This design comes from an exercise in tuning for small area, a short achievable clock period and few clock cycles on the open sky130 flow, not from production work. In this exercise RTL edits were held to simulation tests only and were not proved equivalent to the original.

### flow/run.sh
#!/bin/bash
# synth_recipe.tcl (not shown) runs the flow's synth.tcl, then flattens the netlist and writes it again
# the make line also repeats each setting of config.mk as NAME=value (left out here)
make -C /OpenROAD-flow-scripts/flow DESIGN_CONFIG=/design/flow/config.mk WORK_HOME=/design/flow/orfs CLKGATE_MAP_FILE= SYNTH_SCRIPT=/design/flow/synth_recipe.tcl finish
### flow/config.mk
export PLATFORM = sky130hd
export DESIGN_NAME = iira_top
export DESIGN_NICKNAME = iira_top
export VERILOG_FILES = /design/flow/design.v
export SDC_FILE = /design/flow/constraint.sdc
export NUM_CORES = 4
export LEC_CHECK = 0
export CAP_MARGIN = 20
export CORE_MARGIN = 2
export CORE_UTILIZATION = 50
export CTS_CLUSTER_DIAMETER = 100
export CTS_CLUSTER_SIZE = 30
export SETUP_SLACK_MARGIN = 4.0
export SLEW_MARGIN = 20
### flow/constraint.sdc
create_clock -name core_clock -period 7.0 [get_ports {clk}]
set_input_delay 1.4000 -clock core_clock [delete_from_list [all_inputs] [get_ports {clk}]]
set_output_delay 1.4000 -clock core_clock [all_outputs]
set_load 0.01 [all_outputs]
### flow/design.v
package iira_pkg;
	localparam logic [2:0] OP_INS_AT    = 3'd0;
	localparam logic [2:0] OP_INS_FRONT = 3'd1;
	localparam logic [2:0] OP_INS_BACK  = 3'd2;
	localparam logic [2:0] OP_REM_AT    = 3'd3;
	localparam logic [2:0] OP_REM_FRONT = 3'd4;
	localparam logic [2:0] OP_REM_BACK  = 3'd5;
	localparam logic [2:0] OP_READ      = 3'd6;
	localparam logic [1:0] ST_OK    = 2'd0;
	localparam logic [1:0] ST_RANGE = 2'd1;
	localparam logic [1:0] ST_EMPTY = 2'd2;
	localparam logic [1:0] ST_FULL  = 2'd3;
	typedef struct packed {
		logic [2:0]         op;
		logic [6:0]         position;
		logic signed [31:0] value;
	} iira_in_t;
	typedef struct packed {
		logic [1:0]         status;
		logic signed [31:0] read_value;
		logic [6:0]         length;
	} iira_out_t;
endpackage
import iira_pkg::*;
module indexed_insert_remove_array #(
	parameter int CAPACITY = 64
) (
	input  logic      clk,
	input  logic      arst_n,
	input  logic      start,
	input  iira_pkg::iira_in_t  cmd,
	output logic      busy,
	output logic      done,
	output iira_pkg::iira_out_t rsp
);
	localparam int N  = 64;    
	localparam int AW = 6;
	localparam int CW = 7;
	logic [AW-1:0] base_q;     
	logic [AW-1:0] end_q;      
	logic [CW-1:0] len_q;
	logic         v0_q;
	logic [2:0]   op0_q;
	logic [6:0]   pos0_q;
	logic [31:0]  val0_q;
	always_ff @(posedge clk or negedge arst_n) begin
		if (!arst_n) begin
			v0_q <= 1'b0;
		end else begin
			v0_q <= start;
		end
	end
	always_ff @(posedge clk) begin
		op0_q  <= cmd.op;
		pos0_q <= cmd.position;
		val0_q <= cmd.value;
	end
	logic         v1_q;
	logic         ins1_q;      
	logic         rem1_q;      
	logic         rd1_q;       
	logic [1:0]   stat1_q;
	logic [CW-1:0] len1_q;     
	logic [N-1:0] tp1_q;       
	logic [N-1:0] op1_q;       
	logic [N-1:0] x1_q;        
	logic [31:0]  val1_q;
	logic [N-1:0][31:0] ent_q;      
	logic [N-1:0]       zero_q;     
	logic               pol_q;
	logic               done_q;
	logic [1:0]         stat_q;
	logic [CW-1:0]      lenr_q;
	logic [31:0]        rdv_q;
	logic          is_ins, is_rem, op_front, big, full, empty, in_list;
	logic          ins_ok, remh_ok, remb_ok, rd_ok, grow;
	logic [CW-1:0] len_nx;
	logic [AW-1:0] base_nx, end_nx;
	logic [AW:0]   psum;        
	logic          lt_wrap;     
	logic [N-1:0]  ge_b, ge_a, ge_e, oh_b, oh_a, oh_e, tpa, ltr;
	logic [N-1:0]  tpr;         
	logic [N-1:0]  oh_p;        
	logic [1:0]    stat_nx;
	assign is_ins   = (op0_q == OP_INS_AT) || (op0_q == OP_INS_FRONT) || (op0_q == OP_INS_BACK);
	assign is_rem   = (op0_q == OP_REM_AT) || (op0_q == OP_REM_FRONT) || (op0_q == OP_REM_BACK);
	assign op_front = (op0_q == OP_INS_FRONT) || (op0_q == OP_REM_FRONT);
	assign big      = pos0_q[6];
	assign full     = len_q[6];
	assign empty    = len_q == '0;
	assign in_list  = pos0_q < len_q;
	assign psum     = (AW + 1)'(base_q) + (AW + 1)'(pos0_q[AW-1:0]);
	assign lt_wrap = full || (end_q < base_q);
	logic [CW-1:0] len_inc, len_dec;
	logic [AW-1:0] base_inc, end_inc, end_dec;
	logic [AW-1:0] end_grow;    
	always_comb begin
		logic ci, bi;
		ci = 1'b1;
		bi = 1'b1;
		for (int i = 0; i < CW; i++) begin
			len_inc[i] = len_q[i] ^ ci;
			len_dec[i] = len_q[i] ^ bi;
			ci = ci & len_q[i];
			bi = bi & !len_q[i];
		end
		ci = 1'b1;
		for (int i = 0; i < AW; i++) begin
			base_inc[i] = base_q[i] ^ ci;
			ci = ci & base_q[i];
		end
		ci = 1'b1;
		bi = 1'b1;
		for (int i = 0; i < AW; i++) begin
			end_inc[i] = end_q[i] ^ ci;
			end_dec[i] = end_q[i] ^ bi;
			ci = ci & end_q[i];
			bi = bi & !end_q[i];
		end
	end
	assign end_grow = base_inc + pos0_q[AW-1:0];
	always_comb begin
		for (int k = 0; k < N; k++) begin
			ge_b[k] = AW'(k) >= base_q;
			ge_a[k] = AW'(k) >= psum[AW-1:0];
			ge_e[k] = AW'(k) >= end_q;
			oh_b[k] = AW'(k) == base_q;
			oh_a[k] = AW'(k) == psum[AW-1:0];
			oh_e[k] = AW'(k) == end_q;
		end
	end
	assign tpa = psum[AW] ? (ge_b | ~ge_a) : (ge_b & ~ge_a);
	assign ltr = lt_wrap ? (ge_b | ~ge_e) : (ge_b & ~ge_e);
	assign tpr  = op_front ? '0 : ((op0_q == OP_INS_BACK) ? ltr : tpa);
	assign oh_p = op_front ? oh_b : ((op0_q == OP_INS_BACK) ? oh_e : oh_a);
	assign ins_ok  = is_ins && !full && !((op0_q == OP_INS_AT) && big);
	assign grow    = (op0_q == OP_INS_AT) && !in_list;
	assign remh_ok = ((op0_q == OP_REM_AT) && in_list) || ((op0_q == OP_REM_FRONT) && !empty);
	assign remb_ok = (op0_q == OP_REM_BACK) && !empty;
	assign rd_ok   = (op0_q == OP_READ) && in_list;
	always_comb begin
		len_nx  = len_q;
		base_nx = base_q;
		end_nx  = end_q;
		stat_nx = ST_OK;
		if (is_ins) begin
			if (ins_ok) begin
				if (grow) begin
					len_nx = CW'(pos0_q) + CW'(1);
					end_nx = end_grow;
				end else begin
					len_nx = len_inc;
					end_nx = end_inc;
				end
			end else begin
				stat_nx = ST_FULL;
			end
		end else if (remh_ok) begin
			len_nx  = len_dec;
			base_nx = base_inc;
		end else if (remb_ok) begin
			len_nx  = len_dec;
			end_nx  = end_dec;
		end else if (is_rem) begin
			stat_nx = (op0_q == OP_REM_AT) ? ST_RANGE : ST_EMPTY;
		end else if ((op0_q == OP_READ) && !rd_ok) begin
			stat_nx = ST_RANGE;
		end
	end
	always_ff @(posedge clk or negedge arst_n) begin
		if (!arst_n) begin
			v1_q   <= 1'b0;
			pol_q  <= 1'b0;
			base_q <= '0;
			end_q  <= '0;
			len_q  <= '0;
		end else begin
			v1_q  <= v0_q;
			pol_q <= !pol_q;
			if (v0_q) begin
				base_q <= base_nx;
				end_q  <= end_nx;
				len_q  <= len_nx;
			end
		end
	end
	always_ff @(posedge clk) begin
		ins1_q <= v0_q && ins_ok;
		rem1_q <= v0_q && remh_ok;
		rd1_q  <= v0_q && rd_ok;
		tp1_q  <= tpr;
		op1_q  <= oh_p;
		x1_q   <= is_ins ? ltr : ~oh_b;
	end
	always_ff @(posedge clk) begin
		stat1_q <= stat_nx;
		len1_q  <= len_nx;
		val1_q  <= (op0_q == OP_READ) ? 32'd0 : (val0_q ^ {32{!pol_q}});
	end
	logic [31:0]  rdv_d;
	logic         rdz_d;
	logic [N-1:0] h1_q, u1_q, w1_q, mv;
	assign mv   = (tp1_q | op1_q) & x1_q;
	assign h1_q = ins1_q ? (tp1_q & x1_q) : (rem1_q ? ~mv : '1);
	assign u1_q = ins1_q ? (~tp1_q & ~op1_q) : (rem1_q ? mv : '0);
	assign w1_q = (ins1_q || rd1_q) ? op1_q : '0;
	always_ff @(posedge clk) begin
		for (int k = 0; k < N; k++) begin
			ent_q[k] <= ~(({32{h1_q[k]}} & ent_q[k])
			            | ({32{u1_q[k]}} & ent_q[(k + N - 1) % N])
			            | ({32{w1_q[k]}} & val1_q));
			zero_q[k] <= (h1_q[k] && zero_q[k]) || (u1_q[k] && zero_q[(k + N - 1) % N])
			          || !(h1_q[k] || u1_q[k] || w1_q[k]);
		end
	end
	always_comb begin
		rdv_d = '0;
		rdz_d = 1'b0;
		for (int k = 0; k < N; k++) begin
			rdv_d = rdv_d | ({32{op1_q[k]}} & ent_q[k]);
			rdz_d = rdz_d | (op1_q[k] && zero_q[k]);
		end
	end
	always_ff @(posedge clk) begin
		stat_q <= stat1_q;
		lenr_q <= len1_q;
		rdv_q  <= (rd1_q && !rdz_d) ? (rdv_d ^ {32{pol_q}}) : 32'd0;
	end
	always_ff @(posedge clk or negedge arst_n) begin
		if (!arst_n) begin
			done_q <= 1'b0;
		end else begin
			done_q <= v1_q;
		end
	end
	assign busy            = 1'b0;
	assign done            = done_q;
	assign rsp.status      = stat_q;
	assign rsp.read_value  = rdv_q;
	assign rsp.length      = lenr_q;
endmodule
module iira_top (
	input  logic        clk,
	input  logic        arst_n,
	input  logic        start,
	input  logic [2:0]  cmd_op,
	input  logic [6:0]  cmd_position,
	input  logic [31:0] cmd_value,
	output logic        busy,
	output logic        done,
	output logic [1:0]  rsp_status,
	output logic [31:0] rsp_read_value,
	output logic [6:0]  rsp_length
);
	indexed_insert_remove_array #(
		.CAPACITY(64)
	) u_array (
		.clk   (clk),
		.arst_n(arst_n),
		.start (start),
		.cmd   ({cmd_op, cmd_position, cmd_value}),
		.busy  (busy),
		.done  (done),
		.rsp   ({rsp_status, rsp_read_value, rsp_length})
	);
endmodule
==> run summary <==
clock sink total 2454; Ports 88; post-synthesis sequential area ratio 50.6%; average size of a mapped cell 10.8 sq um; number of port buffers 86; total gr overflow 2; most frequent cells after synthesis dfxtp_1, a222oi_1, clkbuf_1; Synthesis Warnings 1; Yosys reg bits 2454; Bufs on Longest Clock Path 3; CTS root buffer clkbuf_16; Initial Util 50.4%; Horiz. Die Dim 445 um; largest net degree at the start of global routing 69; Error [ERROR GRT-0232] Routing congestion too high. Check the congestion heatmap in the GUI.; fraction of registers with async set or reset after synthesis 0.937%; Die Y 445 um; hpwl dp 401000 um; post-placement setup slack 3.28 ns; CTS Hold Bufs 0; Post-Syn Area 0.0973 sq mm; Placer Congestion 1.11; H-tree Lvls 3; EDFF count, synth 0; Rows 161; top-area cell type share of the netlist area 50.0%; Net Count, Synth 9142; Netlist cell types 86; run status stopped before the end; CTS Buf Count 98; Synth Instances 9047; Synth area leader dfxtp_1; all-layer global routing usage 74.5%; cell with the most instances after synthesis dfxtp_1; Area contributors post-synth dfxtp_1, a222oi_1, a22o_1; Stopped at 5_1_grt; Post-synth top flop dfxtp_1
[stage by stage]
step           std cells  hold WS (ns)  area (sq um)
2_1_floorplan       9047         0.310         97300
3_3_place_gp       10645         0.312        100000
3_5_place_dp       10649         0.315        101000
4_1_cts            10861         0.343        105000
[logic make-up after synthesis]
group / Yosys count / share of synthesized area, %
AO/OA/AOI/OAI: 3933 / 36.3
flip-flops: 2454 / 50.6
buffers and inverters: 1339 / 5.24
AND/OR/NAND/NOR: 1105 / 5.62
adder cells (fa/ha/maj): 126 / 1.44
XOR/XNOR: 83 / 0.747
multiplexers: 6 / 0.0668
other: 1 / 0.00385
[timing repair]
action / CTS
pin swaps: 11
buffers inserted: 73
resized for setup: 208
gates cloned: 6
setup endpoints to repair: 1816
endpoints found under the hold margin: 0
[power groups by stage]
| stage | Sequential, mW | Combinational (mW) | Clock, mW |
|---|---|---|---|
| floorplan | 25.3 | 11.2 | 0 |
| global placement | 29.5 | 17.9 | 0 |
| detailed placement | 29.5 | 18.2 | 0 |
| CTS | 29.2 | 18.8 | 7.50 |
[layer usage]
layer / track usage [%] / GRT overflow
met1: 78.7 / 0
met2: 83.5 / 1
met3: 64.5 / 1
met4: 66.5 / 0
met5: 47.0 / 0
[worst min-delay path by stage]
stage,cells after the start,end,start
4_1_cts,0,u_array.lenr_q[6],u_array.len1_q[6]
2_1_floorplan,0,u_array.lenr_q[0],u_array.len1_q[0]
3_3_place_gp,0,u_array.lenr_q[6],u_array.len1_q[6]
3_5_place_dp,0,u_array.lenr_q[3],u_array.len1_q[3]
Testbench counts, summed over its fixed seeds: cycles 4,824.
